What follows belongs to an exercise in optimizing a design on an open flow for small area; a production flow would make more cautious choices. Function was checked by simulation only, so behaviour that the tests miss may differ from the original. Power figures rest on the tool's default switching activity, not on a simulated workload.

==> flow/design.v <==
module ins_mem_responder #(
  parameter int unsigned ADDR_W = 8,
  parameter int unsigned DATA_W = 16,
  parameter int unsigned RD_LAT = 2
) (
  input  logic              clk,
  input  logic              rst,
  input  logic              en_ram_in,
  input  logic [ADDR_W-1:0] addr,
  input  logic              ld_we,
  input  logic [ADDR_W-1:0] ld_addr,
  input  logic [DATA_W-1:0] ld_data,
  output logic [DATA_W-1:0] ins,
  output logic              en_ram_out,
  output logic              busy,
  output logic              ovf
);
  localparam int unsigned Depth = 256;
  logic [1:0]  s_q;
  logic [7:0]  cur_addr_q;
  logic        ovf_q;
  logic [15:0] ins_q;
  logic [15:0] mem [Depth];
  wire st_wait   = ~s_q[1] & s_q[0];
  wire st_resp_p = s_q[1] & s_q[0];
  always_ff @(posedge clk) begin
    if (!rst) begin
      s_q   <= 2'b00;
      ovf_q <= 1'b0;
    end else begin
      s_q[1] <= st_wait;
      s_q[0] <= st_wait ? en_ram_in : (st_resp_p | en_ram_in);
      if (st_resp_p & en_ram_in) ovf_q <= 1'b1;
    end
  end
  always_ff @(posedge clk) begin
    if (!st_resp_p) cur_addr_q <= addr;
  end
  logic [15:0] wlo_n, whi_n;
  logic [Depth-1:0] wen;
  always_comb begin
    for (int i = 0; i < 16; i++) begin
      wlo_n[i] = ~(ld_we && ld_addr[3:0] == 4'(i));
      whi_n[i] = ~(ld_addr[7:4] == 4'(i));
    end
  end
  logic [15:0] rlo_n, rhi_n;
  logic [Depth-1:0] rsel;
  always_comb begin
    for (int i = 0; i < 16; i++) begin
      rlo_n[i] = ~(cur_addr_q[3:0] == 4'(i));
      rhi_n[i] = ~(cur_addr_q[7:4] == 4'(i));
    end
  end
  for (genvar w = 0; w < Depth; w++) begin : g_word
    imr_nor2 u_wen (.a(wlo_n[w % 16]), .b(whi_n[w / 16]), .y(wen[w]));
    imr_nor2 u_rsel (.a(rlo_n[w % 16]), .b(rhi_n[w / 16]), .y(rsel[w]));
  end
  always_ff @(posedge clk) begin
    for (int w = 0; w < Depth; w++) begin
      if (wen[w]) mem[w] <= ld_data;
    end
  end
  logic [15:0] rd;
  for (genvar b = 0; b < 16; b++) begin : g_bit
    logic [85:0] l1;   
    logic [21:0] l2;   
    logic [5:0]  l3;
    logic [1:0]  l4;
    for (genvar k = 0; k < 85; k++) begin : g_l1
      imr_aoi222 u (.a1(rsel[3*k]), .a2(mem[3*k][b]),
                    .b1(rsel[3*k+1]), .b2(mem[3*k+1][b]),
                    .c1(rsel[3*k+2]), .c2(mem[3*k+2][b]), .y(l1[k]));
    end
    imr_nand2 u_l1x (.a(rsel[255]), .b(mem[255][b]), .y(l1[85]));
    for (genvar k = 0; k < 21; k++) begin : g_l2
      imr_nand4 u (.a(l1[4*k]), .b(l1[4*k+1]), .c(l1[4*k+2]), .d(l1[4*k+3]), .y(l2[k]));
    end
    imr_nand2 u_l2x (.a(l1[84]), .b(l1[85]), .y(l2[21]));
    for (genvar k = 0; k < 5; k++) begin : g_l3
      imr_or4 u (.a(l2[4*k]), .b(l2[4*k+1]), .c(l2[4*k+2]), .d(l2[4*k+3]), .y(l3[k]));
    end
    imr_or2 u_l3x (.a(l2[20]), .b(l2[21]), .y(l3[5]));
    for (genvar k = 0; k < 2; k++) begin : g_l4
      imr_or3 u (.a(l3[3*k]), .b(l3[3*k+1]), .c(l3[3*k+2]), .y(l4[k]));
    end
    imr_or2 u_l5 (.a(l4[0]), .b(l4[1]), .y(rd[b]));
  end
  always_ff @(posedge clk) begin
    ins_q <= rd;
  end
  assign ins        = ins_q;
  assign en_ram_out = s_q[1];
  assign busy       = s_q[1] | s_q[0];
  assign ovf        = ovf_q;
endmodule
module imr_nor2 (input logic a, b, output logic y);
  assign y = ~(a | b);
endmodule
module imr_nand2 (input logic a, b, output logic y);
  assign y = ~(a & b);
endmodule
module imr_nand4 (input logic a, b, c, d, output logic y);
  assign y = ~(a & b & c & d);
endmodule
module imr_or2 (input logic a, b, output logic y);
  assign y = a | b;
endmodule
module imr_or3 (input logic a, b, c, output logic y);
  assign y = a | b | c;
endmodule
module imr_or4 (input logic a, b, c, d, output logic y);
  assign y = a | b | c | d;
endmodule
module imr_aoi222 (input logic a1, a2, b1, b2, c1, c2, output logic y);
  assign y = ~((a1 & a2) | (b1 & b2) | (c1 & c2));
endmodule
clock: 6.0 ns
lec_check: 0
cap_margin: 15
core_margin: 2
core_utilization: 80
cts_buf_list: sky130_fd_sc_hd__clkbuf_8
cts_cluster_diameter: 60
cts_cluster_size: 15
gpl_timing_driven: 0
slew_margin: 15
synth_hierarchical: 1
synth_memory_max_bits: 8192
run.sh (not shown) runs the stock make flow with config.mk's settings and CLKGATE_MAP_FILE= SYNTH_SCRIPT=/design/flow/synth_recipe.tcl, a recipe that flattens the netlist after the stock synthesis.
The baseline went through all stages and came out clean.
Edit:
- CAP_MARGIN: 15 -> 20
- CORE_UTILIZATION: 80 -> 65
- SLEW_MARGIN: 15 -> 20
Effect: The new run produced a clean layout; hold slack loses 0.010 ns; count of clock-buffer cells in the layout climbs by 1; flip-flop and latch count is unchanged; clock skew is about the same; synthesized cell count does not change; setup slack gains 0.17 ns; wire length climbs by 3.9%; via count drops by 2.9%; core utilization drops by 15 points; global-route usage drops by 7.1 points; area after synthesis stays the same.
Edit:
==> flow/flow/run.sh (new file) <==
#!/bin/bash
# Standard layout, except that clock tree synthesis inserts no dummy loads.
# Everything else (synthesis, floorplan, placement, routing) is the standard flow's own
# standard.sh. The make output goes to flow_make.log; each ORFS step keeps its
# own log under orfs/logs/.
set -euo pipefail
CTS="-sink_clustering_enable -repair_clock_nets -dont_use_dummy_load"
CTS="$CTS -sink_clustering_size 16 -sink_clustering_max_diameter 60"
CTS="$CTS -buf_list sky130_fd_sc_hd__clkbuf_8"
export CTS_ARGS="$CTS"
bash standard.sh "CTS_ARGS=$CTS" finish > flow_make.log 2>&1
==> flow/standard.sh (new file) <==
#!/bin/bash
# synth_recipe.tcl (not shown) runs the flow's synth.tcl, then flattens the netlist and writes it again
# the make line also repeats each setting of config.mk as NAME=value (left out here)
make -C /OpenROAD-flow-scripts/flow DESIGN_CONFIG=/design/flow/config.mk WORK_HOME=/design/flow/orfs CLKGATE_MAP_FILE= SYNTH_SCRIPT=/design/flow/synth_recipe.tcl "${@:-finish}"
- CAP_MARGIN: 20 -> 15
- CORE_UTILIZATION: 65 -> 75
- CTS_CLUSTER_SIZE: 15 -> 16
- SLEW_MARGIN: 20 -> 15
removed: flow/run.sh
Effect: The new run went through all stages and came out clean; wire length is lower by 3.0%; design area is lower by 1.2%; global-route usage is higher by 4.8 points; non-clock buffer count is lower by 38; worst setup slack is better by 0.069 ns; cell count is lower by 4.7%; sequential share of layout area is higher by 0.97 points; via count is higher by 1.7%; power is lower by 1.9%; die area is lower by 13%; utilization is higher by 10 points.
Edit:
- CORE_UTILIZATION: 75 -> 80
After rerunning: Worst hold slack improved by 0.12 ns; final area hardly moves; cell count shrinks slightly; clock skew is higher by 0.013 ns; count of clock-buffer cells in the layout does not change; power barely changes.

## what the ideal ports hide
No port has a modelled driver above. Below, the same layouts with a new extraction and two added sets of constraints.
Step 1, drivers: a clkbuf_16 drives clk and a buf_2 each remaining input, both assumed.
Step 2 times the ports against the registers' clock, not the clock port: input delays grow and output delays shrink by t, the midpoint of the rising clock arrivals with the driver on.
Three values: ideal, step 1, step 2; two values: the first two.
run | shift t [ns] | setup WS [ns] | latest minus earliest clock arrival (ns) | slew at the worst register clock pin (ns) | worst data-port slew with drivers (ns)
the first run | 1.174 | 0.279 / 0.279 / 0.279 | 0.054 / 0.054 | 0.11 / 0.11 | 0.33
the second run | 1.183 | 0.444 / 0.444 / 0.444 | 0.072 / 0.071 | 0.11 / 0.11 | 0.21
the third run | 1.176 | 0.513 / 0.513 / 0.513 | 0.047 / 0.048 | 0.11 / 0.11 | 0.21
the fourth run | 1.164 | 0.506 / 0.506 / 0.506 | 0.058 / 0.058 | 0.11 / 0.11 | 0.35
After both steps setup and hold are still met in every run listed.
